This is an optimization exercise on Yosys and OpenROAD, whose aim is small area, not a production implementation. Function was not checked in any run shown here: the RTL went through the layout flow alone. Power figures rest on the tool's default switching activity, not on a simulated workload.

**design.v**
```verilog
`timescale 1ns/1ns
package calc_cfg_pkg;
    localparam int DATA_W = 8;
    localparam int REG_DEPTH = 32;
    localparam int ADDR_W = $clog2(REG_DEPTH);
    localparam int SLOT_FIRST = 1;
    localparam int SLOT_LAST_BASE = 28;
    localparam int KEY_W = 4;
    localparam int LED_W = 16;
endpackage
`timescale 1ns/1ns
package calc_ctrl_pkg;
    typedef enum logic [4:0] {
        wait_a    = 5'd0,
        check_a   = 5'd1,
        error_a   = 5'd2,
        store_a   = 5'd3,
        read_a    = 5'd4,
        show_a    = 5'd5,
        wait_op   = 5'd6,
        check_op  = 5'd7,
        error_op  = 5'd8,
        hold_op   = 5'd9,
        wait_b    = 5'd10,
        check_b   = 5'd11,
        error_b   = 5'd12,
        store_b   = 5'd13,
        read_b    = 5'd14,
        show_b    = 5'd15,
        wait_ent  = 5'd16,
        check_ent = 5'd17,
        error_ent = 5'd18,
        load      = 5'd19,
        compute   = 5'd20,
        store_res = 5'd21,
        read_res  = 5'd22,
        show_res  = 5'd23,
        next      = 5'd24
    } calc_step_e;
    localparam logic [3:0] key_max_digit = 4'd9;
    localparam logic [3:0] key_enter = 4'd15;
    typedef enum logic [3:0] {
        op_add = 4'd10,
        op_sub = 4'd11,
        op_and = 4'd12,
        op_or  = 4'd13,
        op_xor = 4'd14
    } alu_op_e;
endpackage
`timescale 1ns/1ns
`timescale 1ns/1ns
`timescale 1ns/1ns
`timescale 1ns/1ns
module calc_top #(
    parameter int DATA_W = calc_cfg_pkg::DATA_W,
    parameter int REG_DEPTH = calc_cfg_pkg::REG_DEPTH,
    localparam int ADDR_W = $clog2(REG_DEPTH)
) (
    input  logic                           clk_i,
    input  logic                           reset_i,
    input  logic [calc_cfg_pkg::KEY_W-1:0] key_i,
    input  logic                           key_valid_i,
    output logic [calc_cfg_pkg::LED_W-1:0] led_o,
    output logic                           disp_we_o,
    output logic [DATA_W-1:0]              disp_data_o
);
    localparam int SLOTS = 10;
    logic [4:0] s;
    logic [4:0] step_d;
    logic [3:0] key_q;
    logic [3:0] a_q;
    logic [2:0] op_q;
    logic [3:0] ring_q [SLOTS];
    logic is_next;       
    logic is_res;        
    logic sel_key;       
    logic key_step;      
    logic a_load;        
    logic op_load;       
    logic op_shown;      
    logic key_is_digit;
    logic key_is_op;
    assign key_is_digit = !key_q[3] | (!key_q[2] & !key_q[1]);
    assign key_is_op    = key_q[3] & (key_q[2] | key_q[1]) & !(key_q[2] & key_q[1] & key_q[0]);
    logic ent_q;
    always_ff @(posedge clk_i) begin
        ent_q <= &key_i;
    end
    assign is_next = s[4] & s[3];
    assign is_res = s[4] & !s[3] & s[2] & s[1];
    assign sel_key = s[4] | (!s[3] & s[2] & !s[1]) | (s[3] & s[2] & s[1]);
    assign key_step = (!s[4] & !s[2] & !s[0]) | (!s[4] & !s[3] & s[1] & !s[0]);
    assign a_load = !s[4] & !s[3] & !s[1];
    assign op_load = !s[4] & !s[3];
    assign op_shown = s[4] | (s[3] & s[1]) | (s[3] & s[0]) | (s[3] & s[2]);
    assign disp_we_o = (!s[4] & s[3] & s[2] & s[1] & s[0]) | (!s[4] & !s[3] & s[2] & !s[1] & s[0]) | (s[4] & !s[3] & s[2] & s[1] & s[0]);
    assign led_o[0] = (s[3] & !s[1] & !s[0]) | (!s[3] & !s[2] & s[1] & !s[0]) | (s[4] & s[3]);
    assign step_d[0] = (s[4] & !s[3] & s[2] & s[1]) | (!s[3] & s[2] & !s[1] & !s[0]) | (s[3] & s[1] & !s[0] & key_valid_i) | (!s[3] & !s[1] & !s[0] & key_valid_i) | (s[3] & s[2] & s[1] & !s[0]) | (s[3] & !s[2] & s[1] & s[0] & key_is_digit) | (s[4] & !s[2] & !s[1] & s[0] & ent_q) | (!s[3] & s[2] & s[1] & s[0] & key_is_op) | (!s[4] & !s[3] & !s[2] & !s[1] & s[0] & key_is_digit) | (!s[3] & s[2] & !s[0] & key_valid_i);
    assign step_d[1] = (!s[1] & s[0]) | (s[3] & !s[0]) | (s[2] & s[1] & !s[0]) | (s[4] & !s[3] & s[2] & s[1]);
    assign step_d[2] = (s[2] & s[1] & !s[0]) | (!s[2] & s[1] & s[0]) | (s[2] & !s[1] & s[0]) | (s[3] & !s[2] & !s[1] & !s[0]) | (!s[3] & s[2] & !s[0]) | (s[4] & !s[3] & s[2]);
    assign step_d[3] = (!s[3] & s[2] & s[1] & s[0]) | (s[3] & s[1] & !s[0]) | (s[3] & !s[1] & s[0]) | (s[3] & s[2] & !s[0]) | (s[3] & !s[2] & s[0]);
    assign step_d[4] = (s[4] & !s[3]) | (!s[4] & s[3] & s[2] & s[1] & s[0]);
    always_ff @(posedge clk_i, posedge reset_i) begin
        if (reset_i) begin
            s <= 5'd0;
        end else begin
            s <= step_d;
        end
    end
    always_ff @(posedge clk_i) begin
        if (key_valid_i && key_step) begin
            key_q <= key_i;
        end
        if (a_load) begin
            a_q <= key_q;
        end
        if (op_load) begin
            op_q <= key_q[2:0];
        end
    end
    always_ff @(posedge clk_i) begin
        if (is_next) begin
            for (int i = 0; i < SLOTS - 1; i++) begin
                ring_q[i] <= ring_q[i + 1];
            end
            ring_q[SLOTS-1] <= key_q;
        end
    end
    logic [3:0] fill_q;
    logic       full;
    logic [3:0] b_val;
    assign full = fill_q[3] & fill_q[1];    
    always_ff @(posedge clk_i, posedge reset_i) begin
        if (reset_i) begin
            fill_q <= '0;
        end else if (is_next && !full) begin
            fill_q <= fill_q + 4'd1;
        end
    end
    assign b_val = full ? ring_q[0] : 4'd0;
    logic       arith;
    logic       sub;
    logic [3:0] bb;
    logic [3:0] p;
    logic [3:0] g;
    logic [4:0] c;
    logic [3:0] t;
    logic [7:0] result;
    assign arith = !op_q[2];
    assign sub = arith && op_q[0];
    assign bb = key_q ^ {4{sub}};
    assign p = a_q ^ bb;
    assign g = a_q & bb;
    assign c[0] = sub;
    for (genvar i = 0; i < 4; i++) begin : g_carry
        assign c[i+1] = g[i] | (p[i] & c[i]);
        assign t[i] = arith ? c[i] : (g[i] & !op_q[1]);
    end
    assign result[3:0] = (p & {4{arith | op_q[0] | op_q[1]}}) ^ t;
    assign result[4] = arith && (c[4] ^ sub);
    assign result[7:5] = {3{sub && !c[4]}};
    assign disp_data_o[3:0] = is_res ? result[3:0] : (sel_key ? key_q : b_val);
    assign disp_data_o[7:4] = is_res ? result[7:4] : 4'd0;
    assign led_o[15:11] = s;
    assign led_o[10]    = is_next;
    assign led_o[9]     = op_shown;
    assign led_o[8:6]   = (op_q & {3{op_shown}}) | {3{is_next}};
    assign led_o[5:1]   = {5{is_next}};
endmodule
```
**config.mk**
```make
export PLATFORM = sky130hd
export DESIGN_NAME = calc_top
export DESIGN_NICKNAME = calc_top
export VERILOG_FILES = /design/flow/design.v
export SDC_FILE = /design/flow/constraint.sdc
export NUM_CORES = 4
export LEC_CHECK = 0
export ABC_AREA = 1
export CAP_MARGIN = 20
export CORE_MARGIN = 2
export CORE_UTILIZATION = 65
export PLACE_DENSITY = 0.8
export SLEW_MARGIN = 20
```
**constraint.sdc**
```tcl
create_clock -name core_clock -period 10.0 [get_ports {clk_i}]
set_input_delay 2.0000 -clock core_clock [delete_from_list [all_inputs] [get_ports {clk_i}]]
set_output_delay 2.0000 -clock core_clock [all_outputs]
set_load 0.01 [all_outputs]
```
**standard.sh**
```bash
#!/bin/bash
# synth_recipe.tcl (not shown) runs the flow's synth.tcl, then flattens the netlist and writes it again
# the make line also repeats each setting of config.mk as NAME=value (left out here)
make -C /OpenROAD-flow-scripts/flow DESIGN_CONFIG=/design/flow/config.mk WORK_HOME=/design/flow/orfs CLKGATE_MAP_FILE= SYNTH_SCRIPT=/design/flow/synth_recipe.tcl "${@:-finish}"
```
**flow/downsize.tcl**
```tcl
# Swap each combinational cell for the smallest cell of the same family
# (same function, lower drive); later repair steps upsize where timing,
# slew or capacitance need it.
proc downsize_cells {} {
  set db [ord::get_db]
  set block [ord::get_db_block]
  set saved 0.0
  set n 0
  foreach inst [$block getInsts] {
    set m [$inst getMaster]
    set name [$m getName]
    if {![regexp {^sky130_fd_sc_hd__([a-z0-9]+)_([0-9]+)$} $name -> base drive]} { continue }
    if {[regexp {^(s?e?df|dl|tap|fill|decap|conb|diode|clkbuf|clkdly|dlygate|dlymetal|probe|lpflow)} $base]} { continue }
    set best $name
    set best_area [expr {[$m getWidth] * [$m getHeight]}]
    foreach lc [get_lib_cells */sky130_fd_sc_hd__${base}_*] {
      set cname [get_name $lc]
      if {![regexp "^sky130_fd_sc_hd__${base}_\[0-9\]+\$" $cname]} { continue }
      if {[get_property $lc dont_use]} { continue }
      set cm [$db findMaster $cname]
      if {$cm == "NULL"} { continue }
      set a [expr {[$cm getWidth] * [$cm getHeight]}]
      if {$a < $best_area} { set best $cname; set best_area $a }
    }
    if {$best ne $name} {
      set old [expr {[$m getWidth] * [$m getHeight]}]
      replace_cell [$inst getName] $best
      set saved [expr {$saved + ($old - $best_area) / 1e6}]
      incr n
    }
  }
  puts "downsize_cells: $n cells, [format %.2f $saved] um2 saved"
}
downsize_cells
```
**flow/run.sh**
```bash
#!/bin/bash
# Standard synthesis, then the standard layout steps with these changes:
#  - after floorplan, abc's buffers are removed and each logic cell is set to
#    the smallest drive of its family (placement repair upsizes where needed);
#  - the port buffers are the smallest buffer cell;
#  - clock tree synthesis uses small clock buffers and adds no dummy loads.
set -uo pipefail
HERE=$(pwd)
bash standard.sh synth > synth.log 2>&1 || exit 1
export REMOVE_ABC_BUFFERS=1
export POST_FLOORPLAN_TCL=$HERE/flow/downsize.tcl
export BUFFER_PORTS_ARGS="-buffer_cell sky130_fd_sc_hd__buf_1"
export CTS_ARGS="-sink_clustering_enable -repair_clock_nets -dont_use_dummy_load -buf_list sky130_fd_sc_hd__clkbuf_4 -root_buf sky130_fd_sc_hd__clkbuf_4 -sink_clustering_size 20 -sink_clustering_max_diameter 100"
bash standard.sh finish > layout.log 2>&1
```
==> results of run 1 <==
[cells in the mapped netlist (5+ instances only)]
| cell type | count |
|---|---|
| o21ai_1 | 5 |
| nand2_1 | 36 |
| a21oi_1 | 6 |
| inv_2 | 7 |
| dfrtp_1 | 9 |
| ha_1 | 6 |
| nand3_1 | 12 |
| inv_1 | 25 |
| o21ai_0 | 10 |
| nor2_1 | 11 |
| edfxtp_1 | 51 |
| buf_4 | 9 |
| xor2_1 | 6 |
[critical path, cell delays in order, from the launching register on]
cell and delay, ns:
edfxtp_1 0.46, inv_2 0.14, nand2_1 0.17, xor2_1 0.20
ha_1 0.31, nand3_1 0.11, nand2_1 0.06, nand2_1 0.08
nand2_1 0.06, a21oi_1 0.13, ha_1 0.24, nor3_1 0.17
buf_1 0.17
[cells by family after synthesis]
family / count (synthesis) / synth area share (%)
flops: 61 / 65.7
xor+xnor: 6 / 1.94
fa+ha+maj: 6 / 2.78
simple gates: 74 / 13.3
buf+inv: 44 / 7.96
compound gates: 34 / 8.33
[layout by cell type, fill, tap and decap left out]
| cell type | count |
|---|---|
| buf_4 | 1 |
| a41o_1 | 1 |
| or2_0 | 1 |
| inv_2 | 7 |
| o31ai_1 | 1 |
| nor2_1 | 15 |
| o21ai_1 | 5 |
| xor2_1 | 6 |
| o311ai_0 | 1 |
| clkbuf_4 | 9 |
| buf_1 | 31 |
| a221oi_1 | 1 |
| dfxtp_1 | 1 |
| edfxtp_1 | 51 |
| nand4_1 | 2 |
| a31oi_1 | 2 |
| nand2_1 | 40 |
| nor3_1 | 1 |
| ha_1 | 6 |
| o211ai_1 | 2 |
| nand3_1 | 15 |
| inv_1 | 25 |
| o21ai_0 | 12 |
| dfrtp_1 | 9 |
| a21oi_1 | 9 |
[stage by stage]
stage,cell area [µm²],setup slack (ns),hold WS [ns]
6_report,2780,5.34,0.416
5_1_grt,2780,5.18,0.409
4_1_cts,2780,5.36,0.405
3_5_place_dp,2710,5.77,0.405
3_3_place_gp,2710,5.88,0.403
2_1_floorplan,2610,5.98,0.400
[how the worst min path moves through the flow]
stage,startpoint,end,slack (ns),cells after the start
after floorplan,ring_q[1][0],ring_q[0][0],0.40,0
after global placement,ring_q[7][3],ring_q[6][3],0.40,0
after detailed placement,ring_q[3][0],ring_q[2][0],0.40,0
after CTS,ring_q[8][0],ring_q[7][0],0.41,0
after global routing,ring_q[8][0],ring_q[7][0],0.41,0
final,ring_q[8][0],ring_q[7][0],0.42,0
[area by class of cell]
class / instances / area, µm² / area share [%]
flip-flops and latches: 61 / 1780 / 64.0
repair buffers: 32 / 124 / 4.46
clock buffers: 9 / 67.6 / 2.43
multi-input cells: 120 / 626 / 22.5
inverters: 32 / 120 / 4.33
well taps: 50 / 62.6 / 2.25
[flip-flops by register name, indices dropped and copies added (netlist names)]
| signal | cells |
|---|---|
| ent_q | 1 |
| a_q | 4 |
| fill_q | 4 |
| key_q | 4 |
| op_q | 3 |
| s | 5 |
| ring_q | 40 |
[power by group]
part	switching [mW]	total, mW	leakage [nW]	internal (mW)
combinational	0.188	0.279	0.474	0.0913
clock	0.0688	0.111	0.0414	0.0417
sequential	0.0422	0.370	0.591	0.328
total	0.299	0.759	1.11	0.461
[routing by layer]
metal | GRT usage (%) | vias to the layer above
met2 | 29.4 | 71
met5 | 0 | -
met1 | 28.4 | 773
li1 | - | 820
met4 | 10.5 | 0
met3 | 6.49 | 15
==> results by group, run 1 <==
Outcome
  – Status: finished clean

Clock network
  – Clk pin slew, worst setup/hold paths: 0.09 ns
  – Buffer count from post-CTS setup fixing: 0
  – Root buffer selected by CTS: clkbuf_4
  – Inserted Clock Buffers: 9
  – Number of clock sinks seen by CTS: 61
  – Clock Path Buffers: 2
  – Clock latency on the worst-skew pair: 0.38 ns
  – Number of H-tree levels: 3
  – TritonCTS clock tree: done
  – Hold buffer count at CTS: 0
  – CTS-repair resized insts: 0

Global routing
  – Via count of the first global-routing pass: 1395
  – Global-route wire length before repair: 6630 µm
  – Final global-route overflow total: 0
  – Number of antenna violations at the first check in global routing: 0
  – Maximum number of pins on one net before global-route repair: 50
  – Global-route usage over all layers: between 20 and 25%

Route
  – Met2 Routed Length: between 1500 and 2000 µm
  – Number of detailed-routing iterations run before antenna repair: 4
  – Post-DRT Antenna Nets: 0
  – Top layer in use: met4
  – DR WL met3: 301 µm
  – Routed vias: ~1700
  – Post-DR wirelength/cell: 14.1 µm
  – Number of DRC violations after detailed-routing iteration 0: 102
  – Final routed DRC violation total: 0
  – Wl on met1: just under 2000 µm
  – Total detailed-routing wirelength: approximately 4300 µm
  – Vias/cell: approximately 5.5

Critical path
  – Setup slack of the most critical reg-to-reg path: 8.25 ns
  – Worst reg2reg path depth: 5
  – Maximum fanout along the worst path: 5
  – Category of the worst setup path launch point: register
  – Worst setup path endpoint: disp_data_o[4]
  – Endpoint class of the critical path: output pin
  – Critical Setup Path Class: reg2out
  – Crit path from: op_q[2]
  – Worst endpoint required time: 8.00 ns
  – Startpoint of the lowest-slack register-to-register path: s[3]
  – CP Data Arrival Time: 2.66 ns
  – End of the worst register-to-register path: fill_q[0]

Placed design
  – Number of I/O port buffers: 31
  – Placed Cells incl. Taps: 295
  – RD Place Congestion: 0.808
  – Placed wire-length estimate: 2990 µm

Timing
  – Final Hold Vio Count: 0
  – Final period demand of the worst path: 4.66 ns
  – Highest clock frequency the design can meet: 215 MHz
  – Worst-margin pin slew: roughly 0.54 ns
  – Ratio of final minimum period to clock period: a little under half
  – Max_slew headroom: 63.8%
  – Clock tree skew after final layout: 0.0169 ns
  – Setup repair after global routing missed its margin: false
  – Setup violations, final: 0
  – Slew Limit Fails: 0
  – Total negative setup slack: 0 ns

Floorplanning
  – Number of core rows: 23
  – Die outline height: 68.5 µm
  – Die width: just under 70 µm
  – Floorplan core area: 4000 µm²
  – Count of pins on the block boundary: 32
  – Effective utilization at floorplan: between 60% and 70%
  – Total die area: approximately 4700 µm²

Final layout
  – Layout cells sized above 1: 6.69%
  – Layout-stage area growth over the synthesis result: 2.64%
  – Final core area utilization: a little over two thirds
  – Filler cell count in the final layout: approximately 290
  – Number of cells in the finished layout apart from fillers: a little over 300
  – Number of nets in the layout: 269
  – Antenna cells: 0

Logic synthesis
  – Part of the Yosys area used for sequential elements: 65.7%
  – Instance count of the mapped netlist: 225
  – Flip-flop cell with the highest count after synthesis: edfxtp_1
  – Synth Area per Inst: 12.0 µm²
  – Synthesis warning total: 2
  – Post-synthesis async set-or-reset flop share: about 15%
  – EDFF count, synth: 51
  – Number of flip-flops and latches in the synthesized netlist: 61
  – Top post-synthesis cells by area: edfxtp_1, dfrtp_1, nand2_1
  – Summed instance area of the synthesized netlist: 2710 µm²
  – Cell type contributing the most total cell area after synthesis: edfxtp_1
  – Count of distinct cell types in the synthesized netlist: 33
  – Top-area cell type share of the netlist area: 56.6%

Hold path
  – Hold crit path type: reg2reg

Pwr
  – Final Power: 0.759 mW
  – VDD IR-drop max: 160 µV
  – Total power divided by cell area: between 200 and 300 nW/µm²
  – Leakage component of the power: 1.11 nW

Flow run
  – Number of maximum-capacitance violations: 0
==> run 2: changes to the inputs <==
--- a/flow/run.sh
+++ b/flow/run.sh
@@ -2,3 +2,4 @@
 # Standard synthesis, then the standard layout steps with these changes:
-#  - after floorplan, abc's buffers are removed and each logic cell is set to
+#  - after floorplan, abc's buffers are removed, the logic is remapped for area
+#    (restructure) and each logic cell is set to
 #    the smallest drive of its family (placement repair upsizes where needed);
@@ -10,3 +11,3 @@
 export REMOVE_ABC_BUFFERS=1
-export POST_FLOORPLAN_TCL=$HERE/flow/downsize.tcl
+export POST_FLOORPLAN_TCL=$HERE/flow/post_floorplan.tcl
 export BUFFER_PORTS_ARGS="-buffer_cell sky130_fd_sc_hd__buf_1"
==> flow/post_floorplan.tcl (new file) <==
# After floorplan: remap the logic between registers and ports for area
# (OpenROAD's restructure, which runs abc), then set each logic cell to the
# smallest drive of its family; placement repair upsizes where needed.
set lib [lindex [glob $::env(PLATFORM_DIR)/lib/sky130_fd_sc_hd__tt_025C_1v80.lib] 0]
file mkdir $::env(OBJECTS_DIR)/restructure
restructure -target area -liberty_file $lib \
  -tielo_port sky130_fd_sc_hd__conb_1/LO -tiehi_port sky130_fd_sc_hd__conb_1/HI \
  -work_dir $::env(OBJECTS_DIR)/restructure
source [file join [file dirname [info script]] downsize.tcl]
==> run 2 against run 1 <==
  * Cell count down 13%
  * Die area unchanged
  * Core utilization shrank 3.0 points
  * Synthesized cell count did not move
  * Sequential power about the same
  * Sequential share of layout area up 2.9 points
  * Final area shrank 4.3%
  * Via count decreased by 6.7%
  * Critical path type unchanged
  * Largest power group unchanged
==> results by group, run 2 <==
Global routing
  – Via count of the first global-routing pass: 1374 (-1.5%)
  – Global-route wire length before repair: 6580 µm (-0.72%)
  – Number of antenna violations at the first check in global routing: 0 (unchanged)
  – Final global-route overflow total: 0 (unchanged)
  – Maximum number of pins on one net before global-route repair: 50 (unchanged)
  – Global-route usage over all layers: 20.2% (-0.30 points)

Critical path
  – Startpoint of the lowest-slack register-to-register path: s[1]
  – Worst reg2reg path depth: 7 (+2)
  – End of the worst register-to-register path: s[0]
  – Maximum fanout along the worst path: 10 (+5)
  – CP Data Arrival Time: 3.01 ns (+0.35 ns)
  – Setup slack of the most critical reg-to-reg path: 7.64 ns (-0.61 ns)
  – Crit path from: s[1]
  – Critical Setup Path Class: reg2out
  – Category of the worst setup path launch point: register
  – Worst endpoint required time: 8.00 ns (about the same)
  – Endpoint class of the critical path: output pin

Placed design
  – Number of I/O port buffers: 31 (unchanged)
  – Placed wire-length estimate: 2920 µm (-2.2%)
  – Standard cell area after detailed placement: 2590 µm² (-4.4%)
  – RD Place Congestion: 0.860 (+6.5%)

Timing
  – Slew Limit Fails: 0 (unchanged)
  – Max_slew headroom: 55.4% (-8.3 points)
  – Highest clock frequency the design can meet: 199 MHz (-7.0%)
  – Total negative setup slack: 0 ns (unchanged)
  – Clock tree skew after final layout: 0.0267 ns (+0.00976 ns)
  – Worst-margin pin slew: 0.663 ns (+0.120 ns)
  – Final period demand of the worst path: 5.01 ns (+0.351 ns)
  – Ratio of final minimum period to clock period: 50.1% (+3.5 points)
  – Setup violations, final: 0 (unchanged)
  – Final Hold Vio Count: 0 (unchanged)
  – Setup repair after global routing missed its margin: false

Final layout
  – Commonest non-fill, non-tap cell in the layout: edfxtp_1
  – Layout-stage area growth over the synthesis result: -1.80%
  – Layout cells sized above 1: 5.09% (-1.6 points)
  – Register bank with the most flops: ring_q
  – Final core area utilization: 66.4% (-3.0 points)
  – Number of flip-flops in the largest register: 40 (unchanged)
  – Regs by FF count: ring_q (40), s (5)
  – Final design area excluding fillers: 2660 µm² (-4.3%)
  – Filler cell count in the final layout: 285 (-2.1%)
  – Number of nets in the layout: 225 (-16%)
  – Antenna cells: 0 (unchanged)
  – Highest-count cells in the layout ignoring fill and taps: edfxtp_1, buf_1, clkinv_1

Clock network
  – Number of H-tree levels: 3 (unchanged)
  – Hold buffer count at CTS: 0 (unchanged)
  – Clock Path Buffers: 2 (unchanged)
  – Root buffer selected by CTS: clkbuf_4
  – CTS-repair resized insts: 0 (unchanged)
  – Buffer count from post-CTS setup fixing: 0 (unchanged)
  – Clock latency on the worst-skew pair: 0.38 ns (about the same)
  – Clk pin slew, worst setup/hold paths: 0.09 ns (about the same)
  – TritonCTS clock tree: done
  – Inserted Clock Buffers: 9 (unchanged)
  – Number of clock sinks seen by CTS: 61 (unchanged)

Logic synthesis
  – Most frequent cell after synthesis: edfxtp_1
  – Synthesis warning total: 2 (unchanged)
  – Flip-flop cell with the highest count after synthesis: edfxtp_1
  – EDFF count, synth: 51 (unchanged)
  – Instance count of the mapped netlist: 225 (unchanged)
  – Post-synthesis async set-or-reset flop share: 14.8% (unchanged)
  – Top-area cell type share of the netlist area: 56.6% (unchanged)
  – Part of the Yosys area used for sequential elements: 65.7% (unchanged)
  – Synth Area per Inst: 12.0 µm² (unchanged)
  – Top post-synthesis cells by area: edfxtp_1, dfrtp_1, nand2_1
  – Ranking of synthesized cells by instance count: edfxtp_1, nand2_1, inv_1
  – Number of flip-flops and latches in the synthesized netlist: 61 (unchanged)
  – Summed instance area of the synthesized netlist: 2710 µm² (unchanged)
  – Count of distinct cell types in the synthesized netlist: 33 (unchanged)
  – Cell type contributing the most total cell area after synthesis: edfxtp_1

Flow run
  – Number of maximum-capacitance violations: 0 (unchanged)

Pwr
  – VDD IR-drop max: 173 µV (+8.2%)
  – Combinational Power Share: 34.7% (-2.0 points)
  – Switching part of the total power: 37.3% (-2.1 points)
  – Internal power of the cells: 0.460 mW (-0.12%)
  – Total power divided by cell area: 276 nW/µm² (+0.94%)
  – Proportion of power drawn by the clock network: 15.1% (+0.5 points)
  – Leakage component of the power: 0.878 nW (-21%)
  – NetSw: 0.273 mW (-8.5%)
  – Share of power burned in registers: 50.2% (+1.5 points)

Floorplanning
  – Die outline height: 68.5 µm (unchanged)
  – Total die area: 4690 µm² (unchanged)
  – Effective utilization at floorplan: 67.6% (unchanged)
  – Number of core rows: 23 (unchanged)
  – Count of pins on the block boundary: 32 (unchanged)
  – Die width: 68.5 µm (unchanged)
  – Floorplan core area: 4000 µm² (unchanged)

Route
  – Number of DRC violations after detailed-routing iteration 0: 144 (+41%)
  – Routed vias: 1567 (-6.7%)
  – Number of detailed-routing iterations run before antenna repair: 4 (unchanged)
  – Final routed DRC violation total: 0 (unchanged)
  – Post-DRT Antenna Nets: 0 (unchanged)
  – Vias/cell: 5.89 (+6.7%)
  – Post-DR wirelength/cell: 16.1 µm (+14%)
  – Total detailed-routing wirelength: 4280 µm (-0.19%)

Hold path
  – Origin of the worst min-delay path: ring_q[2][2]
  – Hold Crit Depth: 0 (unchanged)
  – Hold crit path type: reg2reg
  – Worst hold endpoint: ring_q[1][2]

Outcome
  – Status: finished clean
run 2: cell count changes in the layout (fill, tap and decap cells not counted), moves of 6 or more:
cell | previous run | this run
inv_2 | 7 | 0
nor3_1 | 1 | 9
ha_1 | 6 | 0
o22ai_1 | 0 | 8
clkinv_1 | 0 | 18
inv_1 | 25 | 0
nand3_1 | 15 | 4
nand2_1 | 40 | 5
run 2: how the worst max path moves through the flow:
stage	to	slack (ns)	cells past startpoint
6_report	disp_data_o[6]	4.99	7
5_1_grt	disp_data_o[7]	4.81	7
4_1_cts	disp_data_o[6]	5.05	7
3_5_place_dp	disp_data_o[6]	5.46	7
3_3_place_gp	disp_data_o[5]	5.47	7
2_1_floorplan	disp_data_o[5]	5.98	12
run 2: logic make-up after synthesis:
kind of cell | count (synthesis) | synth area share, %
fa+ha+maj | 6 | 2.78
compound gates | 34 | 8.33
xor+xnor | 6 | 1.94
flops | 61 | 65.7
buf+inv | 44 | 7.96
simple gates | 74 | 13.3
run 2: power by group through the flow:
stage	combinational (mW)	sequential, mW	clock (mW)
floorplan	0.232	0.370	0
global placement	0.243	0.370	0
detailed placement	0.250	0.372	0
CTS	0.251	0.367	0.115
global route	0.284	0.375	0.127
finish	0.255	0.368	0.111
run 2: metal layers:
metal	up-vias	part of all wire [%]	global-route usage, %	wire (µm)
met4	0	1.1	10.3	49
met2	61	45	26.2	1940
met5	-	0	0	0
met1	752	46	29.8	1980
li1	747	-	-	-
met3	7	7.3	7.47	312
run 2: cell type report:
type | count | area [µm²] | area share (%)
well taps | 50 | 62.6 | 2.36
repair buffers | 32 | 124 | 4.66
inverters | 18 | 67.6 | 2.54
flip-flops and latches | 61 | 1780 | 66.9
multi-input cells | 96 | 558 | 21.0
clock buffers | 9 | 67.6 | 2.54
run 2: critical path, cell delays in order, from the launching register on:
cell and delay, ns:
dfrtp_1 0.47, clkinv_1 0.22, nor2_1 0.26, clkinv_1 0.14, nor3_1 0.47, clkinv_1 0.44
nor3_1 0.47, buf_1 0.20
run 2: stage by stage:
| step | cells | total power [mW] | setup WS (ns) | hold slack [ns] |
|---|---|---|---|---|
| 2_1_floorplan | 213 | 0.602 | 5.98 | 0.400 |
| 3_3_place_gp | 257 | 0.614 | 5.47 | 0.401 |
| 3_5_place_dp | 257 | 0.622 | 5.46 | 0.405 |
| 4_1_cts | 266 | 0.733 | 5.05 | 0.399 |
| 5_1_grt | 266 | 0.786 | 4.81 | 0.392 |
| 6_report | 266 | 0.733 | 4.99 | 0.404 |

[what the ideal ports hide]
The flow's constraints put no driver on any port. The routed layouts listed below were extracted and timed again, unchanged, in two steps.
Step 1 (the two cells are an assumption about what drives the block):
set clk [get_ports {clk_i}]
set_driving_cell -lib_cell sky130_fd_sc_hd__clkbuf_16 $clk
set_driving_cell -lib_cell sky130_fd_sc_hd__buf_2 [delete_from_list [all_inputs] $clk]
Step 2 moves the port delays by t, midway between the first and last clock arrival at a register: inputs arrive t later, outputs are due t later. That takes back most of the time a late clock gives input paths.
a / b / c = no drivers / after step 1 / after step 2; a / b = the first two.
| run | t (ns) | setup WS [ns] | clock arrival spread, ns | worst data-port slew with drivers (ns) |
|---|---|---|---|---|
| run 1 | 0.398 | 5.338 / 5.315 / 5.713 | 0.020 / 0.020 | 0.03 |
| run 2 | 0.389 | 4.987 / 4.964 / 5.352 | 0.027 / 0.027 | 0.03 |
After both steps every run listed still meets setup and hold.
